What follows belongs to an exercise in optimizing a design on an open flow for small area and a short achievable clock period; a production flow would make more cautious choices.
The RTL was checked by simulation tests, not by an equivalence proof against the original design.
Power is estimated from default activity; no workload was simulated.

==> flow/design.v <==
module axis_frame_capture #(
  parameter int unsigned DATA_W = 32,
  parameter int unsigned DEPTH  = 64,
  parameter int unsigned ADDR_W = $clog2(DEPTH)
) (
  input  logic                       s_aclk,
  input  logic                       src_rst,
  input  logic [DATA_W-1:0]          s_axis_tdata,
  input  logic                       s_axis_tvalid,
  output logic                       s_axis_tready,
  input  logic                       s_axis_tlast,
  input  logic                       arm,
  output logic                       busy,
  output logic                       frame_done,
  output logic [ADDR_W:0]            frame_len,
  output logic                       overflow,
  output logic [DATA_W-1:0]          peak_abs,
  output logic [DATA_W+ADDR_W:0]     sum,
  input  logic [ADDR_W-1:0]          rd_addr,
  output logic [DATA_W-1:0]          rd_data
);
  localparam int unsigned SumW = DATA_W + ADDR_W + 1;
  logic                busy_q, done_q;
  logic [ADDR_W:0]     frame_len_q;
  logic [ADDR_W-1:0]   wr_ptr_q;      
  logic                overflow_q;
  logic [DATA_W-1:0]   peak_abs_q;
  logic [SumW-1:0]     sum_q;
  logic [DATA_W-1:0]   rd_data_q;
  logic                start, beat, store, clr;
  logic                sgn;
  logic [DATA_W-1:0]   sample_abs;
  logic                gt_pos, gt_neg, abs_gt;
  logic [DATA_W:0]     lo_sum;
  logic [ADDR_W:0]     hi_q, hi_inc, hi_dec, hi_d;
  logic [DATA_W-1:0]   mem [DEPTH];
  assign s_axis_tready = 1'b1;
  assign start = !busy_q && arm;
  assign clr   = src_rst || start;
  assign beat  = busy_q && s_axis_tvalid;
  assign store = beat && !frame_len_q[ADDR_W];
  assign sgn        = s_axis_tdata[DATA_W-1];
  assign gt_pos     = s_axis_tdata > peak_abs_q;
  assign gt_neg     = ~s_axis_tdata >= peak_abs_q;
  assign abs_gt     = sgn ? gt_neg : gt_pos;
  assign sample_abs = sgn ? (~s_axis_tdata + DATA_W'(1)) : s_axis_tdata;
  assign lo_sum = {1'b0, sum_q[DATA_W-1:0]} + {1'b0, s_axis_tdata};
  assign hi_q   = sum_q[SumW-1:DATA_W];
  axis_capture_incdec #(.W(ADDR_W+1)) u_incdec (.x(hi_q), .inc(hi_inc), .dec(hi_dec));
  logic [ADDR_W:0] hi_c1, hi_c0;
  assign hi_c1 = sgn ? hi_q : hi_inc;
  assign hi_c0 = sgn ? hi_dec : hi_q;
  assign hi_d  = lo_sum[DATA_W] ? hi_c1 : hi_c0;
  always_ff @(posedge s_aclk) begin
    if (clr) begin
      frame_len_q <= '0;
      wr_ptr_q    <= '0;
      overflow_q  <= 1'b0;
      peak_abs_q  <= '0;
      sum_q       <= '0;
    end else if (store) begin
      frame_len_q <= frame_len_q + (ADDR_W+1)'(1);
      wr_ptr_q    <= wr_ptr_q + ADDR_W'(1);
      sum_q       <= {hi_d, lo_sum[DATA_W-1:0]};
      if (abs_gt) peak_abs_q <= sample_abs;
    end else if (beat) begin
      overflow_q <= 1'b1;
    end
  end
  always_ff @(posedge s_aclk) begin
    if (src_rst) begin
      busy_q <= 1'b0;
      done_q <= 1'b0;
    end else if (start) begin
      busy_q <= 1'b1;
      done_q <= 1'b0;
    end else if (beat && s_axis_tlast) begin
      busy_q <= 1'b0;
      done_q <= 1'b1;
    end
  end
  always_ff @(posedge s_aclk) begin
    if (store) mem[wr_ptr_q] <= s_axis_tdata;
  end
  logic [7:0]        rd_hi, rd_lo;
  logic [DEPTH-1:0]  rd_sel;
  logic [DATA_W-1:0] rd_mux;
  logic [DATA_W-1:0] rd_g  [22];
  logic [DATA_W-1:0] rd_n4 [6];
  always_comb begin
    for (int i = 0; i < 8; i++) begin
      rd_hi[i] = !src_rst && (rd_addr[5:3] == 3'(i));
      rd_lo[i] = (rd_addr[2:0] == 3'(i));
    end
    for (int i = 0; i < DEPTH; i++) rd_sel[i] = rd_hi[i/8] && rd_lo[i%8];
  end
  for (genvar g = 0; g < 21; g++) begin : g_aoi
    for (genvar b = 0; b < DATA_W; b++) begin : g_bit
      axis_capture_aoi222 u_aoi (
        .a0(mem[3*g][b]),   .s0(rd_sel[3*g]),
        .a1(mem[3*g+1][b]), .s1(rd_sel[3*g+1]),
        .a2(mem[3*g+2][b]), .s2(rd_sel[3*g+2]),
        .y (rd_g[g][b])
      );
    end
  end
  assign rd_g[21] = ~(mem[63] & {DATA_W{rd_sel[63]}});
  always_comb begin
    for (int n = 0; n < 6; n++) begin
      rd_n4[n] = '1;
      for (int k = 0; k < 4; k++)
        if (4*n + k < 22) rd_n4[n] = rd_n4[n] & rd_g[4*n+k];
    end
    rd_mux = ~(rd_n4[0] & rd_n4[1] & rd_n4[2]) | ~(rd_n4[3] & rd_n4[4] & rd_n4[5]);
  end
  always_ff @(posedge s_aclk) rd_data_q <= rd_mux;
  assign busy       = busy_q;
  assign frame_done = done_q;
  assign frame_len  = frame_len_q;
  assign overflow   = overflow_q;
  assign peak_abs   = peak_abs_q;
  assign sum        = sum_q;
  assign rd_data    = rd_data_q;
endmodule
module axis_capture_aoi222 (
  input  logic a0, s0, a1, s1, a2, s2,
  output logic y
);
  assign y = ~((a0 & s0) | (a1 & s1) | (a2 & s2));
endmodule
module axis_capture_incdec #(
  parameter int unsigned W = 7
) (
  input  logic [W-1:0] x,
  output logic [W-1:0] inc,
  output logic [W-1:0] dec
);
  assign inc = x + W'(1);
  assign dec = x - W'(1);
endmodule
==> flow/config.mk <==
export PLATFORM = sky130hd
export DESIGN_NAME = axis_frame_capture
export DESIGN_NICKNAME = axis_frame_capture
export VERILOG_FILES = /design/flow/design.v
export SDC_FILE = /design/flow/constraint.sdc
export NUM_CORES = 4
export LEC_CHECK = 0
export CAP_MARGIN = 20
export CORE_MARGIN = 2
export CORE_UTILIZATION = 65
export CTS_BUF_LIST = sky130_fd_sc_hd__clkbuf_16
export CTS_CLUSTER_DIAMETER = 100
export CTS_CLUSTER_SIZE = 30
export PLACE_DENSITY = 0.75
export SETUP_SLACK_MARGIN = 2.0
export SLEW_MARGIN = 20
export SYNTH_HIERARCHICAL = 1
export SYNTH_MINIMUM_KEEP_SIZE = 0
==> flow/constraint.sdc <==
create_clock -name core_clock -period 5.0 [get_ports {s_aclk}]
set_input_delay 1.0000 -clock core_clock [delete_from_list [all_inputs] [get_ports {s_aclk}]]
set_output_delay 1.0000 -clock core_clock [all_outputs]
set_load 0.01 [all_outputs]
standard.sh (not shown) runs the stock make flow with config.mk's settings and CLKGATE_MAP_FILE= SYNTH_SCRIPT=/design/flow/synth_recipe.tcl, a recipe that flattens the netlist after the stock synthesis.
==> flow/flow/run.sh <==
#!/bin/bash
# Standard layout, but ports get a plain buffer instead of the slow default port buffer.
set -euo pipefail
export BUFFER_PORTS_ARGS="-buffer_cell sky130_fd_sc_hd__buf_2"
bash standard.sh > standard.log 2>&1
Then changed:
--- a/flow/design.v
+++ b/flow/design.v
@@ -19,13 +19,13 @@
   input  logic [ADDR_W-1:0]          rd_addr,
   output logic [DATA_W-1:0]          rd_data
 );
   localparam int unsigned SumW = DATA_W + ADDR_W + 1;
   logic                busy_q, done_q;
   logic [ADDR_W:0]     frame_len_q;
-  logic [ADDR_W-1:0]   wr_ptr_q;      
+  logic [7:0]          wr_hi_q, wr_lo_q;
   logic                overflow_q;
   logic [DATA_W-1:0]   peak_abs_q;
   logic [SumW-1:0]     sum_q;
   logic [DATA_W-1:0]   rd_data_q;
   logic                start, beat, store, clr;
   logic                sgn;
@@ -41,29 +41,36 @@
   assign store = beat && !frame_len_q[ADDR_W];
   assign sgn        = s_axis_tdata[DATA_W-1];
   assign gt_pos     = s_axis_tdata > peak_abs_q;
   assign gt_neg     = ~s_axis_tdata >= peak_abs_q;
   assign abs_gt     = sgn ? gt_neg : gt_pos;
   assign sample_abs = sgn ? (~s_axis_tdata + DATA_W'(1)) : s_axis_tdata;
-  assign lo_sum = {1'b0, sum_q[DATA_W-1:0]} + {1'b0, s_axis_tdata};
+  logic lo_carry;
+  assign lo_sum[DATA_W-1:0] = sum_q[DATA_W-1:0] + s_axis_tdata;
+  axis_capture_cmp #(.W(DATA_W)) u_carry (
+    .a(sum_q[DATA_W-1:0]), .b(~s_axis_tdata), .gt(lo_carry), .ge()
+  );
+  assign lo_sum[DATA_W] = lo_carry;
   assign hi_q   = sum_q[SumW-1:DATA_W];
   axis_capture_incdec #(.W(ADDR_W+1)) u_incdec (.x(hi_q), .inc(hi_inc), .dec(hi_dec));
   logic [ADDR_W:0] hi_c1, hi_c0;
   assign hi_c1 = sgn ? hi_q : hi_inc;
   assign hi_c0 = sgn ? hi_dec : hi_q;
   assign hi_d  = lo_sum[DATA_W] ? hi_c1 : hi_c0;
   always_ff @(posedge s_aclk) begin
     if (clr) begin
       frame_len_q <= '0;
-      wr_ptr_q    <= '0;
+      wr_hi_q     <= 8'd1;
+      wr_lo_q     <= 8'd1;
       overflow_q  <= 1'b0;
       peak_abs_q  <= '0;
       sum_q       <= '0;
     end else if (store) begin
       frame_len_q <= frame_len_q + (ADDR_W+1)'(1);
-      wr_ptr_q    <= wr_ptr_q + ADDR_W'(1);
+      wr_lo_q     <= {wr_lo_q[6:0], wr_lo_q[7]};
+      if (wr_lo_q[7]) wr_hi_q <= {wr_hi_q[6:0], wr_hi_q[7]};
       sum_q       <= {hi_d, lo_sum[DATA_W-1:0]};
       if (abs_gt) peak_abs_q <= sample_abs;
     end else if (beat) begin
       overflow_q <= 1'b1;
     end
   end
@@ -77,13 +84,14 @@
     end else if (beat && s_axis_tlast) begin
       busy_q <= 1'b0;
       done_q <= 1'b1;
     end
   end
   always_ff @(posedge s_aclk) begin
-    if (store) mem[wr_ptr_q] <= s_axis_tdata;
+    for (int i = 0; i < DEPTH; i++)
+      if (store && wr_hi_q[i/8] && wr_lo_q[i%8]) mem[i] <= s_axis_tdata;
   end
   logic [7:0]        rd_hi, rd_lo;
   logic [DEPTH-1:0]  rd_sel;
   logic [DATA_W-1:0] rd_mux;
   logic [DATA_W-1:0] rd_g  [22];
   logic [DATA_W-1:0] rd_n4 [6];
@@ -135,6 +143,32 @@
   output logic [W-1:0] inc,
   output logic [W-1:0] dec
 );
   assign inc = x + W'(1);
   assign dec = x - W'(1);
 endmodule
+module axis_capture_cmp #(
+  parameter int unsigned W = 32
+) (
+  input  logic [W-1:0] a,
+  input  logic [W-1:0] b,
+  output logic         gt,
+  output logic         ge
+);
+  localparam int unsigned L = $clog2(W);
+  logic [W-1:0] g [L+1];    
+  logic [W-1:0] e [L+1];    
+  always_comb begin
+    g[0] = a & ~b;
+    e[0] = a | ~b;
+    for (int l = 0; l < L; l++) begin
+      g[l+1] = '0;
+      e[l+1] = '0;
+      for (int i = 0; i < (W >> (l + 1)); i++) begin
+        g[l+1][i] = g[l][2*i+1] | (e[l][2*i+1] & g[l][2*i]);
+        e[l+1][i] = g[l][2*i+1] | (e[l][2*i+1] & e[l][2*i]);
+      end
+    end
+    gt = g[L][0];
+    ge = e[L][0];
+  end
+endmodule
Design area is lower slightly.
Final cell count is lower slightly.
Synthesized area is higher slightly.
Power barely changes.
Die area is higher slightly.
Hold slack is worse by 0.0034 ns.
Synthesized cell count is higher slightly.
Sequential power barely changes.
Worst setup slack is worse by 0.014 ns.

==> re-timing with driven ports <==
Ports are ideal in the flow. The routed layouts listed here were re-timed in OpenROAD. Step 1, drivers: a clkbuf_16 drives s_aclk and a buf_2 each remaining input, both assumed. Step 2 times the ports against the registers' clock, not the clock port: input delays grow and output delays shrink by t, the midpoint of the rising clock arrivals with the driver on. Slacks: no drivers / after step 1 / after step 2; pairs: no drivers / after step 1.
run	t (ns)	setup slack, ns	worst setup path at the end	worst register clock-pin slew, ns	cell pins on the clock port's net
the first run	0.791	1.887 / 1.919 / 1.128	input to register	0.12 / 0.12	1
the second run	0.809	1.873 / 1.855 / 1.045	input to register	0.12 / 0.12	1
After both steps setup and hold are still met in every run listed. For the second run, which loses most, drivers alone change the setup slack by -0.018 ns; drivers and shift together by -0.828 ns.
